Background: an optimization exercise with open tools, aiming at small area and a short achievable clock period. Do not read the settings as production practice. At most, simulation tests tie the RTL to the original design; equivalence was not proved. Function not checked in runs 4 to 6: the RTL went through the layout flow alone. No driver is modelled on the clock port, so clock power and skew are understated where the tree is cut down; a real chip needs a root buffer or a tree. Power and IR drop assume default switching activity.

**flow/flow/run.sh**
```bash
#!/bin/bash
# Standard ORFS layout with three changes to how it is built:
#  - single-strength port buffers instead of the default delay-buffer cell
#  - timing repair aimed past the 5 ns margin cap
#  - clock tree with larger sink clusters and no dummy balancing loads
set -euo pipefail
export BUFFER_PORTS_ARGS="-buffer_cell sky130_fd_sc_hd__buf_1"
export CTS_ARGS="-sink_clustering_enable -repair_clock_nets -dont_use_dummy_load -sink_clustering_size 20 -sink_clustering_max_diameter 60"
bash standard.sh SETUP_SLACK_MARGIN=5.3 finish > flow_orfs.log 2>&1
```
**flow/standard.sh**
```bash
#!/bin/bash
# synth_recipe.tcl (not shown) runs the flow's synth.tcl, then flattens the netlist and writes it again
# the make line also repeats each setting of config.mk as NAME=value (left out here)
make -C /OpenROAD-flow-scripts/flow DESIGN_CONFIG=/design/flow/config.mk WORK_HOME=/design/flow/orfs CLKGATE_MAP_FILE= SYNTH_SCRIPT=/design/flow/synth_recipe.tcl "${@:-finish}"
```
**flow/config.mk**
```make
export PLATFORM = sky130hd
export DESIGN_NAME = bbox
export DESIGN_NICKNAME = bbox
export VERILOG_FILES = /design/flow/design.v
export SDC_FILE = /design/flow/constraint.sdc
export NUM_CORES = 4
export LEC_CHECK = 0
export CAP_MARGIN = 20
export CORE_MARGIN = 2
export CORE_UTILIZATION = 70
export SETUP_SLACK_MARGIN = 5
export SLEW_MARGIN = 20
```
**flow/constraint.sdc**
```tcl
create_clock -name core_clock -period 8.0 [get_ports {clk}]
set_input_delay 1.6000 -clock core_clock [delete_from_list [all_inputs] [get_ports {clk}]]
set_output_delay 1.6000 -clock core_clock [all_outputs]
set_load 0.01 [all_outputs]
```
**flow/design.v**
```verilog
package bbox_pkg;
    typedef logic signed [24-1:0] coord_t;
    typedef enum logic [3:0] {
        MSAA_1X  = 4'b1000,   
        MSAA_4X  = 4'b0100,   
        MSAA_16X = 4'b0010,   
        MSAA_64X = 4'b0001    
    } msaa_mode_e;
endpackage
module bbox_extent (
    input  logic [3*24-1:0] i_vert,      
    input  logic [24-1:0]           i_screen,
    input  logic [24-1:0]           i_mask,
    output logic [2:0]                        o_cmp,       
    output logic [2:0]                        o_lt,        
    output logic                              o_neg,       
    output logic                              o_pos        
);
    localparam int SF = 24;
    logic signed [SF-1:0] f0, f1, f2, s;
    logic                 pos0, pos1, pos2;   
    assign f0 = i_vert[0*SF +: SF] & i_mask;
    assign f1 = i_vert[1*SF +: SF] & i_mask;
    assign f2 = i_vert[2*SF +: SF] & i_mask;
    assign s  = i_screen;
    bbox_lt u_c01 (.i_a(f1), .i_b(f0), .o_lt(o_cmp[0]));
    bbox_lt u_c02 (.i_a(f2), .i_b(f0), .o_lt(o_cmp[1]));
    bbox_lt u_c12 (.i_a(f2), .i_b(f1), .o_lt(o_cmp[2]));
    bbox_lt u_l0 (.i_a(f0), .i_b(s), .o_lt(o_lt[0]));
    bbox_lt u_l1 (.i_a(f1), .i_b(s), .o_lt(o_lt[1]));
    bbox_lt u_l2 (.i_a(f2), .i_b(s), .o_lt(o_lt[2]));
    assign pos0 = !f0[SF-1] && |f0[SF-2:0];
    assign pos1 = !f1[SF-1] && |f1[SF-2:0];
    assign pos2 = !f2[SF-1] && |f2[SF-2:0];
    assign o_neg = f0[SF-1] || f1[SF-1] || f2[SF-1];
    assign o_pos = pos0 || pos1 || pos2;
endmodule
module bbox_lt (
    input  logic [24-1:0] i_a,
    input  logic [24-1:0] i_b,
    output logic                    o_lt       
);
    localparam int SF = 24;
    localparam int LV = 5;                  
    localparam int NP = 1 << LV;
    logic [NP-1:0] lt [LV+1];
    logic [NP-1:0] gt [LV+1];
    always_comb begin
        for (int l = 0; l <= LV; l++) begin
            lt[l] = '0;
            gt[l] = '0;
        end
        for (int i = 0; i < SF; i++) begin
            if (i == SF - 1) begin
                lt[0][i] = i_a[i] & ~i_b[i];
                gt[0][i] = ~i_a[i] & i_b[i];
            end else begin
                lt[0][i] = ~i_a[i] & i_b[i];
                gt[0][i] = i_a[i] & ~i_b[i];
            end
        end
        for (int l = 1; l <= LV; l++) begin
            for (int i = 0; i < (NP >> l); i++) begin
                lt[l][i] = lt[l-1][2*i+1] | (~gt[l-1][2*i+1] & lt[l-1][2*i]);
                gt[l][i] = gt[l-1][2*i+1] | (~lt[l-1][2*i+1] & gt[l-1][2*i]);
            end
        end
    end
    assign o_lt = lt[LV][0];
endmodule
module bbox_grid_clip (
    input  logic [3*24-1:0] i_vert,
    input  logic [24-1:0]           i_screen,
    input  logic [24-1:0]           i_mask,
    input  logic [2:0]                        i_cmp,       
    input  logic [2:0]                        i_lt,        
    input  logic                              i_neg,       
    input  logic                              i_pos,       
    output logic [24-1:0]           o_lo,
    output logic [24-1:0]           o_hi,
    output logic                              o_ok         
);
    localparam int SF = 24;
    logic       c01, c02, c12;
    logic [2:0] lo, hi;
    logic [2:0] lo_sel;                     
    logic [3:0] hi_sel;                     
    assign {c12, c02, c01} = i_cmp;
    assign lo[0] = !c01 && !c02;
    assign lo[1] =  c01 && !c12;
    assign lo[2] =  c02 &&  c12;
    assign hi[0] =  c01 &&  c02;
    assign hi[1] = !c01 &&  c12;
    assign hi[2] = !c02 && !c12;
    assign lo_sel = i_neg ? 3'b000 : lo;
    assign hi_sel = (i_lt == 3'b111) ? {1'b0, hi} : 4'b1000;
    assign o_ok = (i_lt != 3'b000) && !i_screen[SF-1] && |i_screen[SF-2:0] && i_pos;
    always_comb begin
        o_lo = '0;
        o_hi = i_screen & {SF{hi_sel[3]}};
        for (int v = 0; v < 3; v++) begin
            o_lo |= i_vert[v*SF +: SF] & i_mask & {SF{lo_sel[v]}};
            o_hi |= i_vert[v*SF +: SF] & i_mask & {SF{hi_sel[v]}};
        end
    end
endmodule
module bbox_pipe #(
    parameter int WIDTH = 1,
    parameter bit RESET = 1'b0
) (
    input  logic             clk,
    input  logic             i_rst,
    input  logic             i_halt,          
    input  logic [WIDTH-1:0] i_data,
    output logic [WIDTH-1:0] o_data
);
    if (RESET) begin : g_rst
        always_ff @(posedge clk) begin
            if (i_rst)        o_data <= '0;
            else if (!i_halt) o_data <= i_data;
        end
    end else begin : g_norst
        always_ff @(posedge clk) begin
            if (!i_halt) o_data <= i_data;
        end
    end
endmodule
module bbox (
    input  logic                              clk,
    input  logic                              i_rst,
    input  logic [3*24-1:0] i_vert_x,    
    input  logic [3*24-1:0] i_vert_y,
    input  logic                              i_valid,
    input  logic [24-1:0]           i_screen_w,
    input  logic [24-1:0]           i_screen_h,
    input  logic [3:0]                        i_msaa,        
    input  logic                              i_halt,
    output logic [3*24-1:0] o_vert_x,
    output logic [3*24-1:0] o_vert_y,
    output logic [24-1:0]           o_ll_x,
    output logic [24-1:0]           o_ll_y,
    output logic [24-1:0]           o_ur_x,
    output logic [24-1:0]           o_ur_y,
    output logic                              o_valid
);
    localparam int NV = 3;
    localparam int SF = 24;
    localparam int RX = 10;
    localparam int VW = NV * SF;
    logic [2:0]    keep_in;
    always_comb begin
        case (i_msaa)
            bbox_pkg::MSAA_4X:  keep_in = 3'b100;
            bbox_pkg::MSAA_16X: keep_in = 3'b110;
            bbox_pkg::MSAA_64X: keep_in = 3'b111;
            default:            keep_in = 3'b000;
        endcase
    end
    logic [VW-1:0] s1_vx, s1_vy;
    logic [SF-1:0] s1_sw, s1_sh;
    logic [2:0]    s1_keep;
    logic          s1_valid;
    bbox_pipe #(.WIDTH(2*VW + 2*SF + 3)) u_s1 (
        .clk(clk), .i_rst(i_rst), .i_halt(i_halt),
        .i_data({i_vert_x, i_vert_y, i_screen_w, i_screen_h, keep_in}),
        .o_data({s1_vx, s1_vy, s1_sw, s1_sh, s1_keep})
    );
    bbox_pipe #(.WIDTH(1), .RESET(1'b1)) u_s1v (
        .clk(clk), .i_rst(i_rst), .i_halt(i_halt), .i_data(i_valid), .o_data(s1_valid)
    );
    logic [SF-1:0] s1_mask;
    assign s1_mask = {{(SF-RX){1'b1}}, s1_keep, {(RX-3){1'b0}}};
    logic [2:0] cmp_x, cmp_y, lt_x, lt_y;
    logic       neg_x, neg_y, pos_x, pos_y;
    bbox_extent u_ext_x (
        .i_vert(s1_vx), .i_screen(s1_sw), .i_mask(s1_mask),
        .o_cmp(cmp_x), .o_lt(lt_x), .o_neg(neg_x), .o_pos(pos_x)
    );
    bbox_extent u_ext_y (
        .i_vert(s1_vy), .i_screen(s1_sh), .i_mask(s1_mask),
        .o_cmp(cmp_y), .o_lt(lt_y), .o_neg(neg_y), .o_pos(pos_y)
    );
    logic [VW-1:0] s2_vx, s2_vy;
    logic [SF-1:0] s2_sw, s2_sh;
    logic [2:0]    s2_keep;
    logic [2:0]    s2_cmp_x, s2_cmp_y, s2_lt_x, s2_lt_y;
    logic          s2_neg_x, s2_neg_y, s2_pos_x, s2_pos_y;
    logic          s2_valid;
    bbox_pipe #(.WIDTH(2*VW + 2*SF + 3 + 16)) u_s2 (
        .clk(clk), .i_rst(i_rst), .i_halt(i_halt),
        .i_data({s1_vx, s1_vy, s1_sw, s1_sh, s1_keep, cmp_x, cmp_y, lt_x, lt_y, neg_x, neg_y, pos_x, pos_y}),
        .o_data({s2_vx, s2_vy, s2_sw, s2_sh, s2_keep, s2_cmp_x, s2_cmp_y, s2_lt_x, s2_lt_y, s2_neg_x, s2_neg_y, s2_pos_x, s2_pos_y})
    );
    bbox_pipe #(.WIDTH(1), .RESET(1'b1)) u_s2v (
        .clk(clk), .i_rst(i_rst), .i_halt(i_halt),
        .i_data(s1_valid), .o_data(s2_valid)
    );
    logic [SF-1:0] s2_mask;
    assign s2_mask = {{(SF-RX){1'b1}}, s2_keep, {(RX-3){1'b0}}};
    logic [SF-1:0] ll_x, ll_y, ur_x, ur_y;
    logic          ok_x, ok_y;
    bbox_grid_clip u_clip_x (
        .i_vert(s2_vx), .i_screen(s2_sw), .i_mask(s2_mask),
        .i_cmp(s2_cmp_x), .i_lt(s2_lt_x), .i_neg(s2_neg_x), .i_pos(s2_pos_x),
        .o_lo(ll_x), .o_hi(ur_x), .o_ok(ok_x)
    );
    bbox_grid_clip u_clip_y (
        .i_vert(s2_vy), .i_screen(s2_sh), .i_mask(s2_mask),
        .i_cmp(s2_cmp_y), .i_lt(s2_lt_y), .i_neg(s2_neg_y), .i_pos(s2_pos_y),
        .o_lo(ll_y), .o_hi(ur_y), .o_ok(ok_y)
    );
    logic [SF-RX+1:0] s3_ll_x, s3_ll_y;
    bbox_pipe #(.WIDTH(2*VW + 2*SF + 2*(SF-RX+2))) u_s3 (
        .clk(clk), .i_rst(i_rst), .i_halt(i_halt),
        .i_data({s2_vx, s2_vy, ur_x, ur_y, ll_x[SF-2:RX-3], ll_y[SF-2:RX-3]}),
        .o_data({o_vert_x, o_vert_y, o_ur_x, o_ur_y, s3_ll_x, s3_ll_y})
    );
    bbox_pipe #(.WIDTH(1), .RESET(1'b1)) u_s3v (
        .clk(clk), .i_rst(i_rst), .i_halt(i_halt),
        .i_data(s2_valid && ok_x && ok_y), .o_data(o_valid)
    );
    assign o_ll_x = {1'b0, s3_ll_x, {(RX-3){1'b0}}};
    assign o_ll_y = {1'b0, s3_ll_y, {(RX-3){1'b0}}};
endmodule
```
==> results_dict.tcl, run 1 <==
set metrics [dict create \
    finalClockSkew_ns 0.0689 \
    drcViolationCount 0 \
    fin_crit_sh_pct 35.2 \
    clockBufferDepth 3 \
    rsz0062_at_grt "yes" \
    vias_per_cell 7.02 \
    dp_hpwl_um 47600 \
    syn_area_um2 24900 \
    max_slew.worst_pin.slew_ns 1.09 \
    drtIter0Drc 3636 \
    cts_buffers 40 \
    cellPowerDensity_nw_per_um2 240 \
    postLayoutCoreUtil_pct 81.0 \
    grt_first_pass_wirelength_um 107000 \
    dp_worst_setup_slack_ns 3.87 \
    fp.dieArea_um2 37100 \
    post-synth-top-count-cell "edfxtp_1" \
    layout_setup_ws_ns 5.18 \
    antenna_found_initial 3 \
    status "finished clean" \
    stdcell_count 2541 \
    multi_input_area_um2 5320 \
    yosys_register_bits 633 \
    postSynthAreaPerCell_um2 15.3 \
    path_buf_inv 1 \
    globalRouteOverflowTotal 0 \
    worstPathCellList "buf_6" \
    final_hold_viol_count 0 \
    cp_slowest_stage_delay_ns 0.46 \
    fmax_mhz 355 \
    startpoint "u_s3.o_data[64]$_DFFE_PN_" \
    drv_cap 0 \
    path_class "reg -> out" \
    root_buffer "clkbuf_16" \
    setup_violations 0 \
    grt_max_degree 153 \
    finalNetCount 2276 \
    routedWlPerCell_um 30.4 \
    cp-end-kind "primary output" \
    ys_async_sr_fraction_pct 0 \
    grt.total_usage_pct 40.9 \
    fin_area_um2 28600 \
    ys_warn_count 9 \
    slew_headroom_pct 27.4 \
    pin_count 441 \
    cp_max_fo 1 \
    seqCellArea_um2 19000 \
    ant_nets 0 \
    leakage_uw 0.0102 \
    cts_num_sinks 633 \
    area_growth_pct 15.0 \
    vias 17832 \
    timing.rr.start "u_s1.o_data[1]$_DFFE_PN_" \
    cts_hold_buffers 0 \
    die_y_um 193 \
    synth_cell_type_count 64 \
    synth_ff_type "edfxtp_1" \
    drive_gt1_share_pct 14.6 \
    synth_area_leaders "edfxtp_1 (76%), maj3_1 (2.7%), a22oi_1 (2.1%)" \
    critPathLaunchType "flop" \
    place_area_um2 27000 \
    cts_tree "done" \
    firstDrtPassIters 10 \
    core_um2 35300 \
    required_ns 6.40 \
    htree_levels 2 \
    min_period_ns 2.82 \
    r2r_slack_ns 5.20 \
    synth_common_cells "edfxtp_1 (630), nand2_1 (109), inv_1 (91), nor2_1 (91), a21oi_1 (80)" \
    yosysSeqAreaShare_pct 76.3 \
    fin_setup_tns_ns 0 \
    insertion_delay_ns 0.59 \
    gp_congestion 1.01 \
    first_global_vias 16288 \
    fp.dieW_um 193 \
    hp-start "u_s2.o_data[91]$_DFFE_PN_" \
    dpl.cell_count 2478 \
    ir_drop_mv 0.262 \
    crit_path_top_delay_cell "edfxtp_1" \
    drv_slew 0 \
    fillerInstances 1752 \
    fp-row-count 69 \
    synth_edf_count 630 \
    synth_top_cell_area_share_pct 76.0 \
    critical-path-top-delay-family "flip-flops" \
    wl_um 77300 \
    postSynthCellCount 1630 \
    port_buffers 424 \
    initial_core_util_pct 70.5 \
    synth_top_cell_by_area "edfxtp_1" \
    clk_pin_slew_ns 0.10 \
    crit_arrival_ns 1.22 \
    hold_path_class "reg -> reg" \
]
## path summary, 6_finish.rpt
path | to | cells after the start
setup / recovery | o_ur_x[8] | 1
hold / removal | u_s3.o_data[104]$_DFFE_PN_ | 0
setup reg to reg | u_s2.o_data[13]$_DFFE_PN_ | 8
hold reg to reg | u_s3.o_data[104]$_DFFE_PN_ | 0
## stage by stage
step,hold slack (ns),total power (µW)
after detailed placement,0.405,4890
after CTS,0.422,6760
final,0.413,6870
after global routing,0.434,7020
after global placement,0.400,4860
after floorplan,0.400,4560
## worst reg2reg max path: stages (launching register included)
cell	delay [ns]
edfxtp_1	0.51
clkbuf_2	0.22
nand2_2	0.18
o21ai_0	0.11
a2111oi_1	0.46
o31ai_1	0.22
maj3_1	0.42
a211o_1	0.33
a31oi_1	0.16
## routing by layer
metal / wire length, µm / global-route usage (%) / up-vias
met3: 12800 / 11.2 / 325
met2: 34700 / 60.5 / 1922
met5: 0 / 0 / -
met1: 26000 / 57.9 / 8328
met4: 3920 / 17.9 / 0
li1: - / - / 7257
## layout make-up
| type | instances | share of cell area (%) |
|---|---|---|
| clock buffers | 40 | 3.50 |
| multi-input cells | 832 | 18.6 |
| well taps | 461 | 2.02 |
| inverters | 113 | 1.57 |
| repair inverters | 3 | 0.219 |
| diodes | 6 | 0.0525 |
| flip-flops and latches | 633 | 66.3 |
| repair buffers | 453 | 7.73 |
## registers in the layout, indices dropped and copies added (netlist names)
register      cells
u_s3.o_data     224
u_s1.o_data     195
u_s1v.o_data      1
u_s2.o_data     211
u_s2v.o_data      1
u_s3v.o_data      1
## logic make-up (layout without fill, tap and decap cells)
kind of cell	count (synthesis)	after routing	synth area share, %
flip-flops	633	633	76.3
AO/OA/AOI/OAI	412	412	11.4
AND/OR/NAND/NOR	327	327	6.20
buffers and inverters	180	609	3.01
adder cells (fa/ha/maj)	73	73	2.96
XOR/XNOR	2	2	0.0704
multiplexers	2	2	0.0805
other	1	22	0.0151
## report_power, final
part           switching (µW)  leakage (µW)  total [µW]  internal, µW
combinational             457       0.00353         723           265
sequential                278       0.00621        4230          3950
clock                    1030      0.000493        1920           890
## cell usage in the layout, fill, tap and decap left out, types with 16 or more instances in the layout
| cell | instances |
|---|---|
| buf_6 | 18 |
| o21ai_1 | 21 |
| maj3_1 | 66 |
| buf_1 | 240 |
| nand2_1 | 107 |
| inv_1 | 91 |
| conb_1 | 16 |
| a22oi_1 | 71 |
| and2_1 | 16 |
| o22ai_1 | 28 |
| o21ai_0 | 60 |
| inv_2 | 21 |
| buf_4 | 25 |
| edfxtp_1 | 630 |
| clkbuf_16 | 40 |
| buf_2 | 35 |
| clkbuf_2 | 131 |
| a21oi_1 | 80 |
| nor2_1 | 90 |
| a222oi_1 | 46 |
| nor3_1 | 16 |
| nor4_1 | 25 |
## timing repair
item	CTS	global route
resized for setup	95	146
pin swaps	4	6
setup buffers	4	9
setup endpoints to repair	782	196
gates cloned	4	0
==> run 2: changes to the inputs <==
==> flow/flow/run.sh (replaced) <==
#!/bin/bash
# Standard ORFS layout with four changes to how it is built:
#  - single-strength port buffers instead of the default delay-buffer cell
#  - timing repair aimed past the 5 ns margin cap
#  - clock tree with larger sink clusters and no dummy balancing loads
#  - each vertex input pin placed beside the output pin it is delayed to
set -euo pipefail
export BUFFER_PORTS_ARGS="-buffer_cell sky130_fd_sc_hd__buf_1"
export CTS_ARGS="-sink_clustering_enable -repair_clock_nets -dont_use_dummy_load -sink_clustering_size 25 -sink_clustering_max_diameter 80"
groups=""
for a in x y; do
  for b in $(seq 0 71); do
    groups+=" -group_pins {i_vert_${a}[${b}] o_vert_${a}[${b}]}"
  done
done
export PLACE_PINS_ARGS="$groups"
bash standard.sh SETUP_SLACK_MARGIN=5.3 finish > flow_orfs.log 2>&1
==> run 2 against run 1 <==
Against the previous run:
- sequential power barely moved
- global-route usage is 3.9 points lower
- setup slack worse by 0.034 ns
- register-to-register slack improved by 0.15 ns
- sequential cell count unchanged
- non-clock buffer count fell by 2
- largest power group unchanged
==> results_dict.tcl, run 2 <==
set metrics [dict create \
    finalNetCount 2263 \
    finalClockSkew_ns 0.0487 \
    hp-start "u_s2.o_data[97]$_DFFE_PN_" \
    synth_common_cells "edfxtp_1 (630), nand2_1 (109), inv_1 (91), nor2_1 (91), a21oi_1 (80)" \
    synth_top_cell_by_area "edfxtp_1" \
    fin_area_um2 28300 \
    vias 17091 \
    ir_drop_mv 0.217 \
    slew_headroom_pct 23.8 \
    crit_path_top_delay_cell "edfxtp_1" \
    clk_pin_slew_ns 0.10 \
    grt_max_degree 144 \
    top_register "u_s3.o_data" \
    cts_buffers 30 \
    r2r_slack_ns 5.35 \
    synth_cell_type_count 64 \
    r2r_end "u_s2.o_data[6]$_DFFE_PN_" \
    fin_setup_tns_ns 0 \
    globalRouteOverflowTotal 0 \
    worstPathCellList "clkbuf_2" \
    cts_num_sinks 633 \
    drv_cap 0 \
    place_area_um2 27000 \
    drcViolationCount 0 \
    core_um2 35300 \
    fin_crit_sh_pct 35.7 \
    grt.total_usage_pct 37.0 \
    fillerInstances 1878 \
    layout_common_cells "edfxtp_1 (630), buf_1 (214), clkbuf_2 (153)" \
    routedWlPerCell_um 27.9 \
    cp_max_fo 1 \
    cp-end-kind "primary output" \
    status "finished clean" \
    ys_async_sr_fraction_pct 0 \
    grt_first_pass_wirelength_um 98600 \
    synth_area_leaders "edfxtp_1 (76%), maj3_1 (2.7%), a22oi_1 (2.1%)" \
    cts_hold_buffers 0 \
    ys_warn_count 9 \
    required_ns 6.40 \
    fmax_mhz 350 \
    path_class "reg -> out" \
    synth_edf_count 630 \
    area_growth_pct 13.8 \
    postSynthCellCount 1630 \
    drive_gt1_share_pct 15.1 \
    htree_levels 1 \
    drtIter0Drc 3156 \
    worstHoldPathCells 0 \
    hold_path_class "reg -> reg" \
    largestRegisters "u_s3.o_data: 224 flops, u_s2.o_data: 211 flops, u_s1.o_data: 195 flops" \
    seqPwrFrac_pct 64.7 \
    path_buf_inv 1 \
    power.net_switching_uw 1600 \
    setup_violations 0 \
    antenna_found_initial 7 \
    leakage_uw 0.0101 \
    max_slew.worst_pin.slew_ns 1.14 \
    final_common_cell "edfxtp_1" \
    syn_area_um2 24900 \
    switching_share_pct 24.7 \
    die_y_um 193 \
    clockBufferDepth 3 \
    dp_hpwl_um 48400 \
    first_global_vias 15448 \
    post-synth-top-count-cell "edfxtp_1" \
    initial_core_util_pct 70.5 \
    firstDrtPassIters 8 \
    wl_um 70400 \
    postSynthAreaPerCell_um2 15.3 \
    min_to "u_s3.o_data[110]$_DFFE_PN_" \
    yosysSeqAreaShare_pct 76.3 \
    fp.dieArea_um2 37100 \
    yosys_register_bits 633 \
    largest_reg_flops 224 \
    critPathLaunchType "flop" \
    rsz0062_at_grt "yes" \
    ant_nets 0 \
    cts_tree "done" \
    vias_per_cell 6.77 \
    p_int_uw 4880 \
    cp_slowest_stage_delay_ns 0.47 \
    pin_count 441 \
    drv_slew 0 \
    min_period_ns 2.85 \
    fp-row-count 69 \
    gp_congestion 0.997 \
    root_buffer "clkbuf_16" \
    timing.rr.start "u_s1.o_data[5]$_DFFE_PN_" \
    crit_arrival_ns 1.25 \
    synth_top_cell_area_share_pct 76.0 \
    synth_ff_type "edfxtp_1" \
    clkPwrFrac_pct 24.4 \
    cellPowerDensity_nw_per_um2 229 \
    critical-path-top-delay-family "flip-flops" \
    final_hold_viol_count 0 \
    fp.dieW_um 193 \
    power_frac_comb_pct 10.8 \
    insertion_delay_ns 0.61 \
    port_buffers 424 \
    rr_worst_depth 7 \
]
[run 2: worst max path at each step]
stage | from | end | slack, ns | cells past startpoint
finish | u_s3.o_data[2]$_DFFE_PN_ | o_ll_y[9] | 5.15 | 1
CTS | u_s3.o_data[2]$_DFFE_PN_ | o_ll_y[9] | 5.15 | 1
floorplan | i_halt | u_s3v.o_data$_SDFFE_PP0N_ | 4.21 | 7
global route | u_s3.o_data[221]$_DFFE_PN_ | o_vert_x[69] | 5.13 | 1
global placement | i_halt | u_s3v.o_data$_SDFFE_PP0N_ | 3.58 | 9
detailed placement | i_halt | u_s3v.o_data$_SDFFE_PP0N_ | 3.41 | 9
[run 2: power groups by stage]
stage          sequential [µW]  combinational, µW  clock [µW]
5_1_grt                   4220                752        1690
3_3_place_gp              4240                617           0
3_5_place_dp              4250                630           0
6_report                  4200                701        1590
4_1_cts                   4180                660        1590
2_1_floorplan             4180                385           0
[run 2: final cells by class]
class | instances | area, µm² | share of cell area, %
diodes | 4 | 10.0 | 0.0353
flip-flops and latches | 633 | 19000 | 67.0
well taps | 461 | 577 | 2.04
repair inverters | 2 | 32.5 | 0.115
multi-input cells | 832 | 5290 | 18.7
repair buffers | 451 | 2230 | 7.88
inverters | 113 | 450 | 1.59
clock buffers | 30 | 751 | 2.65
[run 2: cells by family after synthesis]
family | Yosys count | synth area share (%)
AO/OA/AOI/OAI | 412 | 11.4
XOR/XNOR | 2 | 0.0704
adder cells (fa/ha/maj) | 73 | 2.96
buffers and inverters | 180 | 3.01
flip-flops | 633 | 76.3
multiplexers | 2 | 0.0805
other | 1 | 0.0151
AND/OR/NAND/NOR | 327 | 6.20
[run 2: metrics by stage]
stage | cells | hold slack, ns | setup WS, ns | total power, µW | utilization, %
6_report | 2526 | 0.424 | 5.15 | 6490 | 80.2
5_1_grt | 2523 | 0.422 | 5.13 | 6660 | 80.2
4_1_cts | 2513 | 0.424 | 5.15 | 6440 | 79.3
3_5_place_dp | 2477 | 0.405 | 3.41 | 4880 | 76.4
3_3_place_gp | 2477 | 0.401 | 3.58 | 4860 | 76.4
2_1_floorplan | 1645 | 0.400 | 4.21 | 4560 | -
[run 2: layer usage]
layer	up-vias	GRT usage [%]	part of all wire, %
li1	7229	-	-
met1	8212	57.2	38
met2	1487	52.5	44
met3	159	9.02	15
met4	4	11.7	3.6
met5	-	0	0.038
[run 2: timing repair]
item / 4_1_cts / 5_1_grt
cloned: 2 / 1
endpoints found under the setup margin: 846 / 231
pin swaps: 3 / 2
buffers inserted: 4 / 7
gates resized for setup: 97 / 171
==> run 3: changes to the inputs <==
==> flow/flow/run.sh (replaced) <==
#!/bin/bash
# Standard ORFS layout with four changes to how it is built:
#  - single-strength port buffers instead of the default delay-buffer cell
#  - output port buffers moved next to their driving registers after
#    global placement (flow/move_obufs.tcl)
#  - timing repair aimed past the 5 ns margin cap
#  - clock tree with larger sink clusters and no dummy balancing loads
set -euo pipefail
export BUFFER_PORTS_ARGS="-buffer_cell sky130_fd_sc_hd__buf_1"
export POST_GLOBAL_PLACE_TCL="$PWD/flow/move_obufs.tcl"
export CTS_ARGS="-sink_clustering_enable -repair_clock_nets -dont_use_dummy_load -sink_clustering_size 25 -sink_clustering_max_diameter 80"
bash standard.sh SETUP_SLACK_MARGIN=5.3 finish > flow_orfs.log 2>&1
==> flow/flow/move_obufs.tcl (new file) <==
# After global placement: move each output port's buffer onto the cell that
# drives it, so the register output sees a short wire and the buffer, not
# the register, drives the long wire to the pin. Detailed placement
# legalizes the moved buffers afterwards.
set block [ord::get_db_block]
set moved 0
foreach bterm [$block getBTerms] {
  if {[$bterm getIoType] != "OUTPUT"} { continue }
  set net [$bterm getNet]
  if {$net == "NULL"} { continue }
  set buf ""
  foreach it [$net getITerms] {
    if {[$it isOutputSignal]} { set buf [$it getInst] }
  }
  if {$buf == ""} { continue }
  if {![string match "*buf*" [[$buf getMaster] getName]]} { continue }
  set src ""
  foreach it [$buf getITerms] {
    if {[$it isInputSignal] && [$it getNet] != "NULL"} {
      foreach jt [[$it getNet] getITerms] {
        if {[$jt isOutputSignal]} { set src [$jt getInst] }
      }
    }
  }
  if {$src == ""} { continue }
  set loc [$src getLocation]
  $buf setLocation [lindex $loc 0] [lindex $loc 1]
  incr moved
}
puts "move_obufs: moved $moved output buffers onto their drivers"
==> run 3 against run 2 <==
Against the previous run:
- clock power increased by 6%
- combinational power grew 5.0%
- largest cell class unchanged
- via count increased by 4.3%
- still clean
- sequential cell count unchanged
- global-route usage rose by 3.6 points
==> results_dict.tcl, run 3 <==
set metrics [dict create \
    status "finished clean" \
    cp-end-kind "primary output" \
    firstDrtPassIters 12 \
    vias_per_cell 7.03 \
    yosys_register_bits 633 \
    final_common_cell "edfxtp_1" \
    p_int_uw 4910 \
    globalRouteOverflowTotal 0 \
    wl_um 78100 \
    worstHoldPathCells 0 \
    root_buffer "clkbuf_16" \
    fillerInstances 1768 \
    vias 17824 \
    largest_reg_flops 224 \
    die_y_um 193 \
    cp_max_fo 1 \
    fin_setup_tns_ns 0 \
    port_buffers 424 \
    fp.dieW_um 193 \
    fp.dieArea_um2 37100 \
    seqCellArea_um2 19000 \
    rr_worst_depth 7 \
    cellPowerDensity_nw_per_um2 233 \
    min_period_ns 2.87 \
    cp_slowest_stage_delay_ns 0.45 \
    postSynthCellCount 1630 \
    syn_area_um2 24900 \
    yosysSeqAreaShare_pct 76.3 \
    routedWlPerCell_um 30.8 \
    r2r_slack_ns 5.22 \
    grt_max_degree 156 \
    startpoint "u_s3.o_data[76]$_DFFE_PN_" \
    dp_hpwl_um 49400 \
    power.net_switching_uw 1730 \
    required_ns 6.40 \
    ir_drop_mv 0.273 \
    hold_path_class "reg -> reg" \
    synth_top_family_by_area "compound AO/OA/AOI/OAI gates" \
    clkPwrFrac_pct 25.3 \
    fin_crit_sh_pct 35.9 \
    pin_count 441 \
    synth_ff_type "edfxtp_1" \
    setup_violations 0 \
    leakage_uw 0.0102 \
    crit_path_top_delay_cell "edfxtp_1" \
    first_global_vias 16613 \
    postSynthAreaPerCell_um2 15.3 \
    insertion_delay_ns 0.64 \
    critical-path-top-delay-family "flip-flops" \
    multi_input_area_um2 5320 \
    largestRegisters "u_s3.o_data: 224 flops, u_s2.o_data: 211 flops, u_s1.o_data: 195 flops" \
    ys_warn_count 9 \
    final_hold_viol_count 0 \
    htree_levels 1 \
    seqPwrFrac_pct 63.6 \
    cts_hold_buffers 0 \
    drv_slew 0 \
    ys_async_sr_fraction_pct 0 \
    critPathLaunchType "flop" \
    antenna_found_initial 6 \
    postLayoutCoreUtil_pct 80.7 \
    clk_pin_slew_ns 0.11 \
    crit_arrival_ns 1.27 \
    path_class "reg -> out" \
    synth_compound_area_share_pct 11.4 \
    yosys.area_share.simple_pct 6.20 \
    synth_top_cell_area_share_pct 76.0 \
    rsz0062_at_grt "yes" \
    drtIter0Drc 3654 \
    ant_nets 0 \
    synth_cell_type_count 64 \
    synth_mux_area_share_pct 0.0805 \
    cts_tree "done" \
    slew_headroom_pct 17.2 \
    switching_share_pct 26.1 \
    fp-row-count 69 \
    post-synth-top-count-cell "edfxtp_1" \
    timing.rr.start "u_s1.o_data[1]$_DFFE_PN_" \
    grt.total_usage_pct 40.5 \
    layout_common_cells "edfxtp_1 (630), buf_1 (202), clkbuf_2 (126)" \
    max_slew.worst_pin.slew_ns 1.24 \
    drive_gt1_share_pct 16.4 \
    top_register "u_s3.o_data" \
    r2r_end "u_s2.o_data[14]$_DFFE_PN_" \
    path_buf_inv 1 \
    fmax_mhz 348 \
    critical_path.endpoint "o_ur_x[20]" \
    synth_top_cell_by_area "edfxtp_1" \
    grt_first_pass_wirelength_um 108000 \
    synth_edf_count 630 \
    power_frac_comb_pct 11.1 \
    core_um2 35300 \
    finalNetCount 2269 \
    clockBufferDepth 3 \
    synth_area_leaders "edfxtp_1 (76%), maj3_1 (2.7%), a22oi_1 (2.1%)" \
    area_growth_pct 14.5 \
    worstPathCellList "buf_2" \
    synth_common_cells "edfxtp_1 (630), nand2_1 (109), inv_1 (91), nor2_1 (91), a21oi_1 (80)" \
    initial_core_util_pct 70.5 \
    crit_cells 1 \
    synth-xor-area-share_pct 0.0704 \
    drcViolationCount 0 \
    finalClockSkew_ns 0.0932 \
    synthAdderAreaFrac_pct 2.96 \
    drv_cap 0 \
    cts_buffers 31 \
    cts_num_sinks 633 \
]
[run 3: power by group through the flow]
stage	Sequential, µW	Clock, µW	Combinational (µW)
after floorplan	4180	0	385
after global placement	4250	0	611
after detailed placement	4260	0	641
after CTS	4190	1640	680
after global routing	4240	1770	780
final	4230	1680	736
[run 3: cell families (layout without fill, tap and decap cells)]
family                     count (synthesis)  count (layout)
buffers and inverters                    180             602
muxes                                      2               2
adders and majority gates                 73              73
DFF                                      633             633
AOI/OAI and AO/OA                        412             412
xor gates and xnor gates                   2               2
other                                      1              22
and+or+nand+nor                          327             327
[run 3: worst min path at each step]
stage | start | endpoint | slack (ns)
2_1_floorplan | u_s1.o_data[99]$_DFFE_PN_ | u_s2.o_data[115]$_DFFE_PN_ | 0.40
3_3_place_gp | u_s2.o_data[191]$_DFFE_PN_ | u_s3.o_data[204]$_DFFE_PN_ | 0.40
3_5_place_dp | u_s1.o_data[152]$_DFFE_PN_ | u_s2.o_data[168]$_DFFE_PN_ | 0.40
4_1_cts | u_s2.o_data[118]$_DFFE_PN_ | u_s3.o_data[131]$_DFFE_PN_ | 0.42
5_1_grt | u_s1.o_data[147]$_DFFE_PN_ | u_s2.o_data[163]$_DFFE_PN_ | 0.43
6_report | u_s2.o_data[192]$_DFFE_PN_ | u_s3.o_data[205]$_DFFE_PN_ | 0.43
[run 3: metrics by stage]
step	power [µW]	instances	worst slack [ns]	area, µm²	hold slack, ns
floorplan	4560	1645	4.21	25000	0.400
global placement	4860	2478	3.98	27000	0.400
detailed placement	4900	2478	3.87	27000	0.405
CTS	6500	2520	5.17	28100	0.420
global route	6790	2533	5.12	28500	0.431
finish	6640	2534	5.13	28500	0.428
[run 3: repair_timing]
item	CTS	global route
pin swaps	4	10
setup buffers	8	8
endpoints found under the hold margin	0	0
gates cloned	3	0
endpoints found under the setup margin	856	231
resized for setup	139	166
[run 3: metal layers]
layer | GRT usage, % | wire length, µm | share of wire (%)
met1 | 57.1 | 26100 | 33
met2 | 61.2 | 35100 | 45
met3 | 11.1 | 12600 | 16
met4 | 16.0 | 4260 | 5.4
met5 | 0 | 11 | 0.014
[run 3: layout make-up]
| type | instances | share of cell area (%) |
|---|---|---|
| Clock buffer | 31 | 2.72 |
| Inverter | 113 | 1.58 |
| Antenna cell | 6 | 0.0527 |
| Tap cell | 461 | 2.02 |
| Timing Repair Buffer | 455 | 8.13 |
| Sequential cell | 633 | 66.6 |
| Multi-Input combinational cell | 832 | 18.7 |
| Timing Repair inverter | 3 | 0.220 |
==> run 4: changes to the inputs <==
--- a/flow/design.v
+++ b/flow/design.v
@@ -45,23 +45,19 @@
     localparam int NP = 1 << LV;
     logic [NP-1:0] lt [LV+1];
-    logic [NP-1:0] gt [LV+1];
+    logic [NP-1:0] eq [LV+1];
     always_comb begin
         for (int l = 0; l <= LV; l++) begin
             lt[l] = '0;
-            gt[l] = '0;
+            eq[l] = '1;
         end
         for (int i = 0; i < SF; i++) begin
-            if (i == SF - 1) begin
-                lt[0][i] = i_a[i] & ~i_b[i];
-                gt[0][i] = ~i_a[i] & i_b[i];
-            end else begin
-                lt[0][i] = ~i_a[i] & i_b[i];
-                gt[0][i] = i_a[i] & ~i_b[i];
-            end
+            if (i == SF - 1) lt[0][i] = i_a[i] & ~i_b[i];
+            else             lt[0][i] = ~i_a[i] & i_b[i];
+            eq[0][i] = ~(i_a[i] ^ i_b[i]);
         end
         for (int l = 1; l <= LV; l++) begin
             for (int i = 0; i < (NP >> l); i++) begin
-                lt[l][i] = lt[l-1][2*i+1] | (~gt[l-1][2*i+1] & lt[l-1][2*i]);
-                gt[l][i] = gt[l-1][2*i+1] | (~lt[l-1][2*i+1] & gt[l-1][2*i]);
+                lt[l][i] = lt[l-1][2*i+1] | (eq[l-1][2*i+1] & lt[l-1][2*i]);
+                eq[l][i] = eq[l-1][2*i+1] & eq[l-1][2*i];
             end
         end
==> run 4 against run 3 <==
Against the previous run:
- still clean
- utilization shrank 0.63 points
- worst hold slack lost 0.0089 ns
- first-iteration DRC count shrank 45%
- sequential share of layout area shrank 1.4 points
- power shrank 3.3%
- combinational power shrank 3.7%
- critical path type unchanged
==> results_dict.tcl, run 4 <==
set metrics [dict create \
    status "finished clean" \
    layout_setup_ws_ns 5.19 \
    pin_count 441 \
    postSynthAreaPerCell_um2 16.6 \
    min_period_ns 2.81 \
    crit_path_top_delay_cell "edfxtp_1" \
    yosys.area_share.simple_pct 5.95 \
    core_um2 36300 \
    initial_core_util_pct 70.5 \
    critPathLaunchType "flop" \
    top_register "u_s3.o_data" \
    design_power_total_uw 6430 \
    hold_path_class "reg -> reg" \
    port_buffers 424 \
    synthAdderAreaFrac_pct 9.76 \
    antenna_found_initial 4 \
    ant_nets 0 \
    cts_num_sinks 633 \
    grt.total_usage_pct 34.0 \
    stdcell_count 2468 \
    max_slew.worst_pin.slew_ns 1.14 \
    htree_levels 1 \
    final_hold_viol_count 0 \
    fin_crit_sh_pct 35.2 \
    drive_gt1_share_pct 13.7 \
    wl_um 66400 \
    postLayoutCoreUtil_pct 80.1 \
    first_global_vias 14885 \
    post-synth-top-count-cell "edfxtp_1" \
    largest_reg_flops 224 \
    root_buffer "clkbuf_16" \
    fillerInstances 1961 \
    drcViolationCount 0 \
    insertion_delay_ns 0.63 \
    cts_buffers 30 \
    drv_slew 0 \
    met2RoutedLength_um 31100 \
    clk_pin_slew_ns 0.09 \
    setup_violations 0 \
    r2r_slack_ns 5.45 \
    critical-path-top-delay-family "flip-flops" \
    finalClockSkew_ns 0.115 \
    cp-end-kind "primary output" \
    hp-start "u_s1.o_data[83]$_DFFE_PN_" \
    area_growth_pct 13.5 \
    synth-xor-area-share_pct 0.0342 \
    synth_edf_count 630 \
    final_common_cell "edfxtp_1" \
    grt_max_degree 216 \
    synth_top_cell_by_area "edfxtp_1" \
    route.met3.wl_um 7770 \
    postSynthCellCount 1547 \
    cts_tree "done" \
    top_layer "met5" \
    fmax_mhz 355 \
    dp_hpwl_um 48200 \
    clockBufferDepth 3 \
    rsz0062_at_grt "yes" \
    leakage_uw 0.0114 \
    fp.dieArea_um2 38200 \
    layout_common_cells "edfxtp_1 (630), buf_1 (216), ha_1 (200)" \
    path_buf_inv 1 \
    wl_met1_um 25600 \
    required_ns 6.40 \
    routedWlPerCell_um 26.9 \
    path_class "reg -> out" \
    yosys_register_bits 633 \
    fp.dieW_um 195 \
    cp_max_fo 1 \
    vias_per_cell 6.40 \
    synth_cell_type_count 57 \
    syn_area_um2 25600 \
    ir_drop_mv 0.215 \
    cp_slowest_stage_delay_ns 0.43 \
    synth_common_cells "edfxtp_1 (630), ha_1 (200), inv_1 (123)" \
    synth_area_leaders "edfxtp_1 (74%), ha_1 (9.8%), inv_1 (1.8%)" \
    timing.rr.start "u_s2.o_data[9]$_DFFE_PN_" \
    fp-row-count 70 \
    ys_warn_count 9 \
    globalRouteOverflowTotal 0 \
    yosysSeqAreaShare_pct 74.0 \
    drtIter0Drc 1996 \
    synth_ff_type "edfxtp_1" \
    cts_hold_buffers 0 \
    synth_mux_area_share_pct 0.0781 \
    holdWs_ns 0.419 \
    die_y_um 195 \
    largestRegisters "u_s3.o_data: 224 flops, u_s2.o_data: 211 flops, u_s1.o_data: 195 flops" \
    drv_cap 0 \
    dpl.cell_count 2432 \
    finalNetCount 2400 \
    crit_arrival_ns 1.21 \
    dp_worst_setup_slack_ns 4.79 \
    cellPowerDensity_nw_per_um2 221 \
    worstPathCellList "buf_6" \
    firstDrtPassIters 10 \
    vias 15798 \
    startpoint "u_s3.o_data[189]$_DFFE_PN_" \
    synth_top_family_by_area "adder cells" \
    slew_headroom_pct 24.1 \
    grt_first_pass_wirelength_um 94000 \
    synth_top_cell_area_share_pct 73.8 \
    synth_compound_area_share_pct 7.55 \
    ys_async_sr_fraction_pct 0 \
]
## run 4: where the power goes
| group | total (µW) | switching (µW) | internal [µW] |
|---|---|---|---|
| Sequential | 4140 | 200 | 3940 |
| Combinational | 709 | 432 | 277 |
| Clock | 1580 | 912 | 666 |
| Total | 6430 | 1540 | 4880 |
## run 4: metrics by stage
stage               setup TNS, ns  cell area, µm²
global route                    0           29100
floorplan                -2104.21           25700
global placement                0           27800
detailed placement              0           27800
finish                          0           29100
CTS                             0           28800
## run 4: metal layers
metal / vias up / global-route usage (%)
li1: 6956 / -
met1: 7670 / 47.9
met2: 1043 / 54.3
met3: 125 / 7.93
met4: 4 / 9.16
met5: - / 0
## run 4: path summary, 6_finish.rpt
check	endpoint	cells after the start
max	o_vert_x[37]	1
min	u_s2.o_data[99]$_DFFE_PN_	0
max reg2reg	u_s3.o_data[64]$_DFFE_PN_	4
min reg2reg	u_s2.o_data[99]$_DFFE_PN_	0
## run 4: repair_timing
item | CTS | global route
endpoints found under the setup margin | 221 | 401
pin swaps | 0 | 1
cloned | 0 | 2
setup buffers | 0 | 2
resized for setup | 134 | 146
## run 4: layout make-up
type / count / area [µm²] / share of cell area, %
inverter: 123 / 465 / 1.60
sequential: 633 / 19000 / 65.2
multi-input combinational: 773 / 6060 / 20.8
tap: 468 / 586 / 2.01
antenna: 2 / 5.00 / 0.0172
clock buffer: 30 / 751 / 2.58
timing repair buffer: 439 / 2260 / 7.77
## run 4: logic make-up after synthesis
family          Yosys count
compound gates          269
xor+xnor                  1
flops                   633
other cells               1
mux                       2
simple gates            285
fa+ha+maj               200
buf+inv                 156
==> run 5: changes to the inputs <==
==> flow/flow/run.sh (replaced) <==
#!/bin/bash
# Standard ORFS layout with these changes to how it is built:
#  - single-strength port buffers instead of the default delay-buffer cell
#  - each vertex input pin placed beside the output pin it is delayed to
#  - clock tree with larger sink clusters and no dummy balancing loads,
#    then its upper levels replaced by four root buffers that the clock
#    port drives (flow/clock_roots.tcl), so every register's clock passes
#    two buffers instead of three
#  - timing repair aimed past the 5 ns margin cap
set -euo pipefail
export FLOW_FLOW_DIR="$PWD/flow"
export BUFFER_PORTS_ARGS="-buffer_cell sky130_fd_sc_hd__buf_1"
export CTS_ARGS="-sink_clustering_enable -repair_clock_nets -dont_use_dummy_load -sink_clustering_size 25 -sink_clustering_max_diameter 80"
export POST_CTS_TCL="$PWD/flow/post_cts.tcl"
groups=""
for a in x y; do
  for b in $(seq 0 71); do
    groups+=" -group_pins {i_vert_${a}[${b}] o_vert_${a}[${b}]}"
  done
done
export PLACE_PINS_ARGS="$groups"
bash standard.sh SETUP_SLACK_MARGIN=5.3 finish > flow_orfs.log 2>&1
==> flow/flow/clock_roots.tcl (new file) <==
set nroot 4
set block [ord::get_db_block]
set clknet [$block findNet clk]
set master [[ord::get_db] findMaster sky130_fd_sc_hd__clkbuf_16]

proc out_net {inst} {
  foreach it [$inst getITerms] { if {[$it isOutputSignal]} { return [$it getNet] } }
  return "NULL"
}

# Leaf buffers drive register clock pins; every other clock buffer is above them
set leaves {}
set uppers {}
foreach inst [$block getInsts] {
  if {![string match "clkbuf_*" [$inst getName]]} { continue }
  if {[string match "clkbuf_leaf_*" [$inst getName]]} {
    lappend leaves $inst
  } else {
    lappend uppers $inst
  }
}
puts "clock_roots: [llength $leaves] leaves, [llength $uppers] upper buffers"

# Split the leaves into nroot groups: halves by x, then each half by y
proc split_by {insts axis} {
  set s [lsort -real -index 1 [lmap i $insts { list $i [lindex [$i getLocation] $axis] }]]
  set h [expr {[llength $s] / 2}]
  return [list [lmap p [lrange $s 0 [expr {$h-1}]] {lindex $p 0}] [lmap p [lrange $s $h end] {lindex $p 0}]]
}
set groups {}
foreach half [split_by $leaves 0] {
  if {$nroot == 2} { lappend groups $half; continue }
  foreach q [split_by $half 1] { lappend groups $q }
}

# Remove the upper levels
foreach inst $uppers {
  set n [out_net $inst]
  odb::dbInst_destroy $inst
  if {$n != "NULL" && $n != $clknet} { odb::dbNet_destroy $n }
}

# One root per group, placed at the centre of its leaves
set k 0
foreach g $groups {
  set x 0; set y 0
  foreach l $g { set x [expr {$x + [lindex [$l getLocation] 0]}]; set y [expr {$y + [lindex [$l getLocation] 1]}] }
  set x [expr {int($x / [llength $g])}]
  set y [expr {int($y / [llength $g])}]
  set root [odb::dbInst_create $block $master "clkroot_${k}"]
  set net [odb::dbNet_create $block "clknet_root_${k}"]
  $net setSigType CLOCK
  [$root findITerm A] connect $clknet
  [$root findITerm X] connect $net
  foreach l $g {
    set a [$l findITerm A]
    $a disconnect
    $a connect $net
  }
  $root setLocation $x $y
  $root setPlacementStatus PLACED
  incr k
}
puts "clock_roots: $k root buffers"
==> flow/flow/post_cts.tcl (new file) <==
# POST_CTS hook: flatten the clock tree's upper levels (clock_roots.tcl),
# then legalize and repair timing again for the new clock arrival times.
source $::env(FLOW_FLOW_DIR)/clock_roots.tcl
detailed_placement
estimate_parasitics -placement
repair_timing_helper
detailed_placement
check_placement -verbose
removed: flow/flow/move_obufs.tcl
==> run 5 against run 4 <==
Against the previous run:
- still clean
- sequential power about the same
- worst hold slack about the same
- power up 1.3%
- synthesized area unchanged
- register-to-register slack better by 0.02 ns
- cell count up 0.53%
- critical path depth up 3
- combinational power down 3.2%
- maximum frequency up 6.0%
- sequential cell count unchanged
- utilization down 0.32 points
- wire length up 1.3%
- largest power group unchanged
- highest routed layer is now met4
==> results_dict.tcl, run 5 <==
set metrics [dict create \
    area_growth_pct 13.1 \
    ys_warn_count 9 \
    insertion_delay_ns 0.37 \
    ys_async_sr_fraction_pct 0 \
    final_hold_viol_count 0 \
    synth_top_cell_area_share_pct 73.8 \
    rsz0062_at_grt "yes" \
    initial_core_util_pct 70.5 \
    holdWs_ns 0.419 \
    required_ns 8.03 \
    synth_top_cell_by_area "edfxtp_1" \
    vias_per_cell 6.47 \
    drtIter0Drc 2423 \
    cellPowerDensity_nw_per_um2 225 \
    ir_drop_mv 0.193 \
    fp.dieArea_um2 38200 \
    cp-end-kind "flop" \
    cp_slowest_stage_delay_ns 0.37 \
    cpMostUsedCell "buf_16" \
    top_register "u_s3.o_data" \
    postSynthCellCount 1547 \
    finalClockSkew_ns 0.0643 \
    slew_headroom_pct 25.2 \
    min_period_ns 2.65 \
    route.met3.wl_um 8590 \
    hold_path_class "reg -> reg" \
    fp.dieW_um 195 \
    drv_cap 0 \
    synth_cell_type_count 57 \
    met2RoutedLength_um 30900 \
    max_slew.worst_pin.slew_ns 1.12 \
    largest_reg_flops 224 \
    path_class "in -> reg" \
    firstDrtPassIters 10 \
    largestRegisters "u_s3.o_data: 224 flops, u_s2.o_data: 211 flops, u_s1.o_data: 195 flops" \
    gp_congestion 0.969 \
    grt_max_degree 103 \
    top_layer "met4" \
    globalRouteOverflowTotal 0 \
    fillerInstances 1991 \
    final_common_cell "edfxtp_1" \
    crit_arrival_ns 2.68 \
    grt.total_usage_pct 35.1 \
    postSynthAreaPerCell_um2 16.6 \
    crit_path_top_delay_cell "buf_16" \
    worstPathCellList "buf_2, clkinvlp_4, buf_16, buf_16" \
    clk_pin_slew_ns 0.09 \
    setup_violations 0 \
    yosysSeqAreaShare_pct 74.0 \
    die_y_um 195 \
    synth_common_cells "edfxtp_1 (630), ha_1 (200), inv_1 (123)" \
    path_buf_inv 4 \
    finalNetCount 2409 \
    fp-row-count 70 \
    ant_nets 0 \
    syn_area_um2 25600 \
    vias 16046 \
    status "finished clean" \
    critPathLaunchType "input port" \
    first_global_vias 15184 \
    cp_max_fo 89 \
    dp_worst_setup_slack_ns 3.94 \
    drive_gt1_share_pct 5.68 \
    leakage_uw 0.0109 \
    dp_hpwl_um 47300 \
    layout_common_cells "edfxtp_1 (630), buf_1 (386), ha_1 (200)" \
    wl_met1_um 26000 \
    port_buffers 424 \
    synth_edf_count 630 \
    cts_num_sinks 633 \
    antenna_found_initial 6 \
    routedWlPerCell_um 27.1 \
    core_um2 36300 \
    critical-path-top-delay-family "buffers and inverters" \
    grt_first_pass_wirelength_um 97000 \
    synth_ff_type "edfxtp_1" \
    post-synth-top-count-cell "edfxtp_1" \
    pin_count 441 \
    fin_crit_sh_pct 33.2 \
    fmax_mhz 377 \
    layout_setup_ws_ns 5.35 \
    yosys_register_bits 633 \
    drv_slew 0 \
    drcViolationCount 0 \
    synth_area_leaders "edfxtp_1 (74%), ha_1 (9.8%), inv_1 (1.8%)" \
    wl_um 67200 \
]
==> run 5: cell counts after synthesis <==
No cell type changed its count.
==> run 5: kinds of logic (layout without fill, tap and decap cells) <==
kind of cell	Yosys count	count (layout)	synth area share (%)
compound gates	269	269	7.55
xor+xnor	1	1	0.0342
fa+ha+maj	200	200	9.76
buf+inv	156	601	2.59
flops	633	633	74.0
mux	2	2	0.0781
other cells	1	22	0.0146
simple gates	285	285	5.95
==> run 5: metrics by stage <==
step	cells	power (µW)	util [%]	TNS, ns	area (µm²)
after floorplan	1562	4580	-	-2104.21	25700
after global placement	2432	4820	76.5	0	27800
after detailed placement	2432	4850	76.5	0	27800
after global routing	2478	6710	79.7	0	29000
final	2481	6510	79.8	0	29000
==> run 5: final cells by class, clock buffers not listed <==
class,count,area [µm²],area share (%)
flip-flops and latches,633,19000,65.5
plain buffers,4,100,0.345
well taps,468,586,2.02
repair buffers,445,2050,7.07
multi-input cells,773,6070,20.9
diodes,6,15.0,0.0518
inverters,123,465,1.61
==> run 5: power breakdown <==
part           leakage, µW  switching [µW]  total (µW)  internal (µW)
Clock             0.000407             934        1680            741
Combinational      0.00431             424         686            262
Sequential         0.00621             207        4150           3940
Total               0.0109            1570        6510           4940
==> run 5: final timing paths <==
kind	to	depth (start not counted)	slack, ns	start
worst max-delay path	u_s3.o_data[73]$_DFFE_PN_	4	5.35	i_halt
worst min-delay path	u_s3.o_data[157]$_DFFE_PN_	0	0.42	u_s2.o_data[144]$_DFFE_PN_
worst max register to register	u_s3.o_data[41]$_DFFE_PN_	4	5.47	u_s2.o_data[4]$_DFFE_PN_
worst min register to register	u_s3.o_data[157]$_DFFE_PN_	0	0.42	u_s2.o_data[144]$_DFFE_PN_
==> run 5: routing by layer <==
layer / vias up / GRT usage (%)
li1: 6982 / -
met1: 7801 / 51.7
met2: 1157 / 55.0
met3: 106 / 6.99
met4: 0 / 9.27
met5: - / 0
==> run 5: worst reg2reg max path: stages, from the launching register on <==
cell and delay [ns]:
edfxtp_1 0.40, nand3_4 0.38, nor3_4 1.01, a222oi_1 0.22, o21ai_0 0.33
==> run 6: changes to the inputs <==
--- a/flow/design.v
+++ b/flow/design.v
@@ -113,6 +113,5 @@
     if (RESET) begin : g_rst
         always_ff @(posedge clk) begin
-            if (i_rst)        o_data <= '0;
-            else if (!i_halt) o_data <= i_data;
+            if (i_rst || !i_halt) o_data <= i_data & {WIDTH{!i_rst}};
         end
     end else begin : g_norst
--- a/flow/flow/run.sh
+++ b/flow/flow/run.sh
@@ -20,3 +20,3 @@
 done
 export PLACE_PINS_ARGS="$groups"
-bash standard.sh SETUP_SLACK_MARGIN=5.3 finish > flow_orfs.log 2>&1
+bash standard.sh SETUP_SLACK_MARGIN=5.35 finish > flow_orfs.log 2>&1
==> run 6 against run 5 <==
Against the previous run:
- cell count grew 0.32%
- die area up 0.22%
- critical path type unchanged
- global-route usage is 0.83 points higher
- final area rose by 0.42%
- synthesized cell count grew 0.26%
- combinational power grew 5.8%
==> results_dict.tcl, run 6 <==
set metrics [dict create \
    status "finished clean" \
    synth_common_cells "edfxtp_1 (633), ha_1 (200), inv_1 (127)" \
    switching_share_pct 24.2 \
    drtIter0Drc 2557 \
    synth_area_leaders "edfxtp_1 (74%), ha_1 (9.7%), inv_1 (1.9%)" \
    fin_crit_sh_pct 33.1 \
    wl_um 69200 \
    gp_congestion 0.961 \
    setup_violations 0 \
    yosys_register_bits 633 \
    postSynthAreaPerCell_um2 16.6 \
    rsz0062_at_grt "yes" \
    layout_setup_ws_ns 5.36 \
    fp-row-count 70 \
    dpl.cell_count 2433 \
    fmax_mhz 378 \
    leakage_uw 0.0112 \
    fp.dieW_um 196 \
    synth_top_cell_by_area "edfxtp_1" \
    finalNetCount 2419 \
    max_slew.worst_pin.slew_ns 1.08 \
    syn_area_um2 25700 \
    post-synth-top-count-cell "edfxtp_1" \
    initial_core_util_pct 70.7 \
    min_period_ns 2.64 \
    rr_worst_depth 4 \
    holdWs_ns 0.426 \
    synth_top_family_by_area "adder cells" \
    drv_cap 0 \
    grt_first_pass_wirelength_um 98500 \
    clk_pin_slew_ns 0.09 \
    postSynthCellCount 1551 \
    p_int_uw 4900 \
    synth_top_cell_area_share_pct 74.0 \
    power_frac_comb_pct 11.2 \
    largestRegisters "u_s3.o_data: 224 flops, u_s2.o_data: 211 flops, u_s1.o_data: 195 flops" \
    drive_gt1_share_pct 6.94 \
    synthAdderAreaFrac_pct 9.74 \
    routedWlPerCell_um 27.8 \
    postLayoutCoreUtil_pct 80.1 \
    yosysSeqAreaShare_pct 74.0 \
    critical_path.endpoint "u_s2.o_data[134]$_DFFE_PN_" \
    r2r_end "u_s3.o_data[39]$_DFFE_PN_" \
    cp-end-kind "flop" \
    cp_max_fo 92 \
    pin_count 441 \
    dp_hpwl_um 49500 \
    timing.rr.start "u_s2.o_data[6]$_DFFE_PN_" \
    dp_worst_setup_slack_ns 4.18 \
    stdcell_count 2489 \
    vias 16531 \
    r2r_slack_ns 5.47 \
    power.net_switching_uw 1570 \
    cts_num_sinks 633 \
    required_ns 8.00 \
    port_buffers 424 \
    synth_compound_area_share_pct 7.62 \
    synth-xor-area-share_pct 0.0341 \
    finalClockSkew_ns 0.0307 \
    hold_path_class "reg -> reg" \
    layout_common_cells "edfxtp_1 (633), buf_1 (371), ha_1 (200)" \
    synth_cell_type_count 54 \
    seqPwrFrac_pct 64.3 \
    first_global_vias 15305 \
    ant_nets 0 \
    ys_warn_count 9 \
    globalRouteOverflowTotal 0 \
    insertion_delay_ns 0.38 \
    cellPowerDensity_nw_per_um2 222 \
    firstDrtPassIters 8 \
    drv_slew 0 \
    slew_headroom_pct 28.1 \
    crit_arrival_ns 2.65 \
    path_class "in -> reg" \
    yosys.area_share.simple_pct 5.97 \
    grt_max_degree 100 \
    synth_edf_count 633 \
    clkPwrFrac_pct 24.5 \
    final_common_cell "edfxtp_1" \
    startpoint "i_halt" \
    final_hold_viol_count 0 \
    top_register "u_s3.o_data" \
    synth_ff_type "edfxtp_1" \
    core_um2 36300 \
    ys_async_sr_fraction_pct 0 \
    die_y_um 196 \
    vias_per_cell 6.64 \
    synth_mux_area_share_pct 0 \
    grt.total_usage_pct 36.0 \
    antenna_found_initial 3 \
    fin_setup_tns_ns 0 \
    critPathLaunchType "input port" \
    ir_drop_mv 0.218 \
    fp.dieArea_um2 38300 \
    largest_reg_flops 224 \
    drcViolationCount 0 \
    area_growth_pct 13.3 \
]
-- run 6: cell types whose count changed after synthesis, sizes merged, moves of 5 or more --
cell	previous run	this run
a211oi	19	1
nand3	20	38
a21o	24	39
nand2	102	88
o21a	12	0
a21oi	54	65
o211ai	9	0
nand4	24	18
nand4b	1	7
a41o	0	5
and3	6	11
nor4	33	38
-- run 6: per-stage QoR --
stage	power, µW	instance area, µm²
final	6470	29100
after global routing	6660	29100
after floorplan	4600	25800
after detailed placement	4890	27900
after global placement	4850	27900
-- run 6: cell families (layout without fill, tap and decap cells) --
logic type	after synthesis	after routing
AOI/OAI and AO/OA	269	269
DFF	633	633
and+or+nand+nor	287	287
xor gates and xnor gates	1	1
buffers and inverters	160	611
adders and majority gates	200	200
other	1	20
-- run 6: cell type report, clock buffers not listed --
cell class              count  area, µm²
diodes                      4       10.0
plain buffers               4        100
repair inverters            2       12.5
inverters                 127        480
well taps                 468        586
fillers                  1955       7240
repair buffers            452       2170
flip-flops and latches    633      19000
multi-input cells         773       6100
-- run 6: power by group through the flow --
stage	Clock (µW)	Sequential (µW)	Combinational [µW]
2_1_floorplan	0	4210	390
3_3_place_gp	0	4210	640
3_5_place_dp	0	4220	672
5_1_grt	1690	4180	798
6_report	1580	4160	726
-- run 6: worst min path at each step --
| stage | from | end | slack (ns) | cells after the start |
|---|---|---|---|---|
| after floorplan | u_s1.o_data[99]$_DFFE_PN_ | u_s2.o_data[115]$_DFFE_PN_ | 0.40 | 0 |
| after global placement | u_s1.o_data[52]$_DFFE_PN_ | u_s2.o_data[68]$_DFFE_PN_ | 0.40 | 0 |
| after detailed placement | u_s1.o_data[127]$_DFFE_PN_ | u_s2.o_data[143]$_DFFE_PN_ | 0.40 | 0 |
| after global routing | u_s2.o_data[191]$_DFFE_PN_ | u_s3.o_data[204]$_DFFE_PN_ | 0.43 | 0 |
| final | u_s1.o_data[171]$_DFFE_PN_ | u_s2.o_data[187]$_DFFE_PN_ | 0.43 | 0 |
-- run 6: routing by layer --
metal | track usage [%] | up-vias | wire length (µm)
met4 | 10.8 | 0 | 2190
met5 | 0 | - | 0
met1 | 55.4 | 8081 | 26900
met3 | 9.46 | 141 | 10400
met2 | 51.3 | 1304 | 29800
li1 | - | 7005 | -
-- run 6: critical path, cell delays in order --
cell and delay (ns):
buf_2 0.20, clkinvlp_4 0.11, buf_6 0.29, buf_16 0.41
==> run 7: changes to the inputs <==
--- a/flow/design.v
+++ b/flow/design.v
@@ -45,19 +45,23 @@
     localparam int NP = 1 << LV;
     logic [NP-1:0] lt [LV+1];
-    logic [NP-1:0] eq [LV+1];
+    logic [NP-1:0] gt [LV+1];
     always_comb begin
         for (int l = 0; l <= LV; l++) begin
             lt[l] = '0;
-            eq[l] = '1;
+            gt[l] = '0;
         end
         for (int i = 0; i < SF; i++) begin
-            if (i == SF - 1) lt[0][i] = i_a[i] & ~i_b[i];
-            else             lt[0][i] = ~i_a[i] & i_b[i];
-            eq[0][i] = ~(i_a[i] ^ i_b[i]);
+            if (i == SF - 1) begin
+                lt[0][i] = i_a[i] & ~i_b[i];
+                gt[0][i] = ~i_a[i] & i_b[i];
+            end else begin
+                lt[0][i] = ~i_a[i] & i_b[i];
+                gt[0][i] = i_a[i] & ~i_b[i];
+            end
         end
         for (int l = 1; l <= LV; l++) begin
             for (int i = 0; i < (NP >> l); i++) begin
-                lt[l][i] = lt[l-1][2*i+1] | (eq[l-1][2*i+1] & lt[l-1][2*i]);
-                eq[l][i] = eq[l-1][2*i+1] & eq[l-1][2*i];
+                lt[l][i] = lt[l-1][2*i+1] | (~gt[l-1][2*i+1] & lt[l-1][2*i]);
+                gt[l][i] = gt[l-1][2*i+1] | (~lt[l-1][2*i+1] & gt[l-1][2*i]);
             end
         end
@@ -113,5 +117,6 @@
     if (RESET) begin : g_rst
         always_ff @(posedge clk) begin
-            if (i_rst || !i_halt) o_data <= i_data & {WIDTH{!i_rst}};
+            if (i_rst)        o_data <= '0;
+            else if (!i_halt) o_data <= i_data;
         end
     end else begin : g_norst
--- a/flow/flow/run.sh
+++ b/flow/flow/run.sh
@@ -20,3 +20,3 @@
 done
 export PLACE_PINS_ARGS="$groups"
-bash standard.sh SETUP_SLACK_MARGIN=5.35 finish > flow_orfs.log 2>&1
+bash standard.sh SETUP_SLACK_MARGIN=5.5 finish > flow_orfs.log 2>&1
==> run 7 against run 6 <==
Against the previous run:
- global-route usage grew 2.5 points
- wire length grew 8.3%
- critical path depth shrank 3
- final area shrank 1.7%
- via count grew 6.1%
- cell count grew 2.4%
- synthesized cell count grew 5.1%
- sequential share of layout area grew 1.0 points
- maximum frequency shrank 0.13%
- die area shrank 3.1%
- worst hold slack lost 0.018 ns
- critical path type is now reg -> out
- largest power group unchanged
==> results_dict.tcl, run 7 <==
set metrics [dict create \
    status "finished clean" \
    path_buf_inv 1 \
    top_register "u_s3.o_data" \
    port_buffers 424 \
    drv_cap 0 \
    cp_max_fo 1 \
    drv_slew 0 \
    ys_async_sr_fraction_pct 0 \
    worstPathCellList "clkbuf_2" \
    crit_arrival_ns 1.05 \
    synth_top_family_by_area "compound AO/OA/AOI/OAI gates" \
    wl_um 75000 \
    synth_edf_count 630 \
    r2r_slack_ns 5.36 \
    cp_slowest_stage_delay_ns 0.50 \
    final_hold_viol_count 0 \
    final_common_cell "edfxtp_1" \
    layout_common_cells "edfxtp_1 (630), buf_1 (250), clkbuf_2 (117)" \
    setup_violations 0 \
    largest_reg_flops 224 \
    postLayoutCoreUtil_pct 81.1 \
    path_class "reg -> out" \
    pin_count 441 \
    synth_area_leaders "edfxtp_1 (76%), maj3_1 (2.7%), a22oi_1 (2.1%)" \
    postSynthAreaPerCell_um2 15.3 \
    cp-end-kind "primary output" \
    dp_hpwl_um 48400 \
    cts_num_sinks 633 \
    yosysSeqAreaShare_pct 76.3 \
    cellPowerDensity_nw_per_um2 230 \
    ant_nets 0 \
    insertion_delay_ns 0.38 \
    synth_common_cells "edfxtp_1 (630), nand2_1 (109), inv_1 (91), nor2_1 (91), a21oi_1 (80)" \
    layout_setup_ws_ns 5.35 \
    fp.dieW_um 193 \
    grt_max_degree 144 \
    critPathLaunchType "flop" \
    globalRouteOverflowTotal 0 \
    slew_headroom_pct 11.4 \
    rsz0062_at_grt "yes" \
    largestRegisters "u_s3.o_data: 224 flops, u_s2.o_data: 211 flops, u_s1.o_data: 195 flops" \
    synth_mux_area_share_pct 0.0805 \
    synth_cell_type_count 64 \
    fmax_mhz 378 \
    fin_crit_sh_pct 33.1 \
    grt_first_pass_wirelength_um 102000 \
    finalClockSkew_ns 0.0594 \
    vias_per_cell 6.89 \
    finalNetCount 2284 \
    fp-row-count 69 \
    drive_gt1_share_pct 14.8 \
    die_y_um 193 \
    fin_setup_tns_ns 0 \
    routedWlPerCell_um 29.4 \
    fp.dieArea_um2 37100 \
    core_um2 35300 \
    area_growth_pct 15.1 \
    hold_path_class "reg -> reg" \
    vias 17547 \
    drtIter0Drc 3437 \
    firstDrtPassIters 9 \
    postSynthCellCount 1630 \
    grt.total_usage_pct 38.5 \
    yosys_register_bits 633 \
    leakage_uw 0.0102 \
    ys_warn_count 9 \
    gp_congestion 0.997 \
    min_period_ns 2.65 \
    required_ns 6.40 \
    drcViolationCount 0 \
    dp_worst_setup_slack_ns 3.41 \
    post-synth-top-count-cell "edfxtp_1" \
    synth_ff_type "edfxtp_1" \
    yosys.area_share.simple_pct 6.20 \
    antenna_found_initial 5 \
    synth-xor-area-share_pct 0.0704 \
    crit_path_top_delay_cell "edfxtp_1" \
    design_power_total_uw 6580 \
    initial_core_util_pct 70.5 \
    synthAdderAreaFrac_pct 2.96 \
    synth_top_cell_by_area "edfxtp_1" \
    syn_area_um2 24900 \
    clk_pin_slew_ns 0.11 \
    fillerInstances 1826 \
    synth_compound_area_share_pct 11.4 \
    first_global_vias 15660 \
    max_slew.worst_pin.slew_ns 1.32 \
    critical-path-top-delay-family "flip-flops" \
    synth_top_cell_area_share_pct 76.0 \
    ir_drop_mv 0.216 \
]
==> run 7: changes by cell type in the layout (fill, tap and decap cells not counted), sizes merged, moves of 35 or more <==
cell	delta
maj3	+73
o21ai	+49
ha	-200
buf	-99
a21o	-35
clkbuf	+118
nor2	+55
==> run 7: cell families after synthesis <==
logic type / Yosys count
flops: 633
compound gates: 412
simple gates: 327
buf+inv: 180
fa+ha+maj: 73
xor+xnor: 2
mux: 2
other cells: 1
==> run 7: final timing paths <==
check | from | endpoint | cells after the start
setup / recovery | u_s3.o_data[221]$_DFFE_PN_ | o_vert_x[69] | 1
hold / removal | u_s2.o_data[97]$_DFFE_PN_ | u_s3.o_data[110]$_DFFE_PN_ | 0
setup reg to reg | u_s2.o_data[9]$_DFFE_PN_ | u_s3.o_data[63]$_DFFE_PN_ | 5
hold reg to reg | u_s2.o_data[97]$_DFFE_PN_ | u_s3.o_data[110]$_DFFE_PN_ | 0
==> run 7: final cells by class, clock buffers not listed <==
cell class	instances	area (µm²)	share of cell area, %
antenna	5	12.5	0.0437
buffer	4	100	0.350
inverter	113	450	1.57
multi-input combinational	832	5340	18.6
sequential	633	19000	66.3
tap	461	577	2.01
timing repair buffer	469	2410	8.43
timing repair inverter	4	78.8	0.275
==> run 7: metal layers <==
metal,part of all wire (%),track usage [%],up-vias
met2,44,55.1,1706
met1,36,58.5,8374
met5,0.015,0,-
met4,3.9,12.8,2
li1,-,-,7269
met3,16,9.82,196
==> run 7: stage by stage <==
| step | area (µm²) | cells | hold slack [ns] |
|---|---|---|---|
| floorplan | 25000 | 1645 | 0.400 |
| global placement | 27000 | 2477 | 0.401 |
| detailed placement | 27000 | 2477 | 0.405 |
| global route | 28600 | 2544 | 0.405 |
| finish | 28600 | 2548 | 0.408 |
==> run 7: where the power goes <==
group | internal (µW) | switching (µW)
clock network | 700 | 939
registers | 3950 | 257
logic | 278 | 457
total | 4930 | 1650

Check on run 7: ideal ports give 5.352 ns setup slack; a clkbuf_16 on the clock port and buf_2 on the inputs give 5.234 ns; moving port delays by the midpoint clock arrival (0.470 ns) as well gives 5.004 ns.
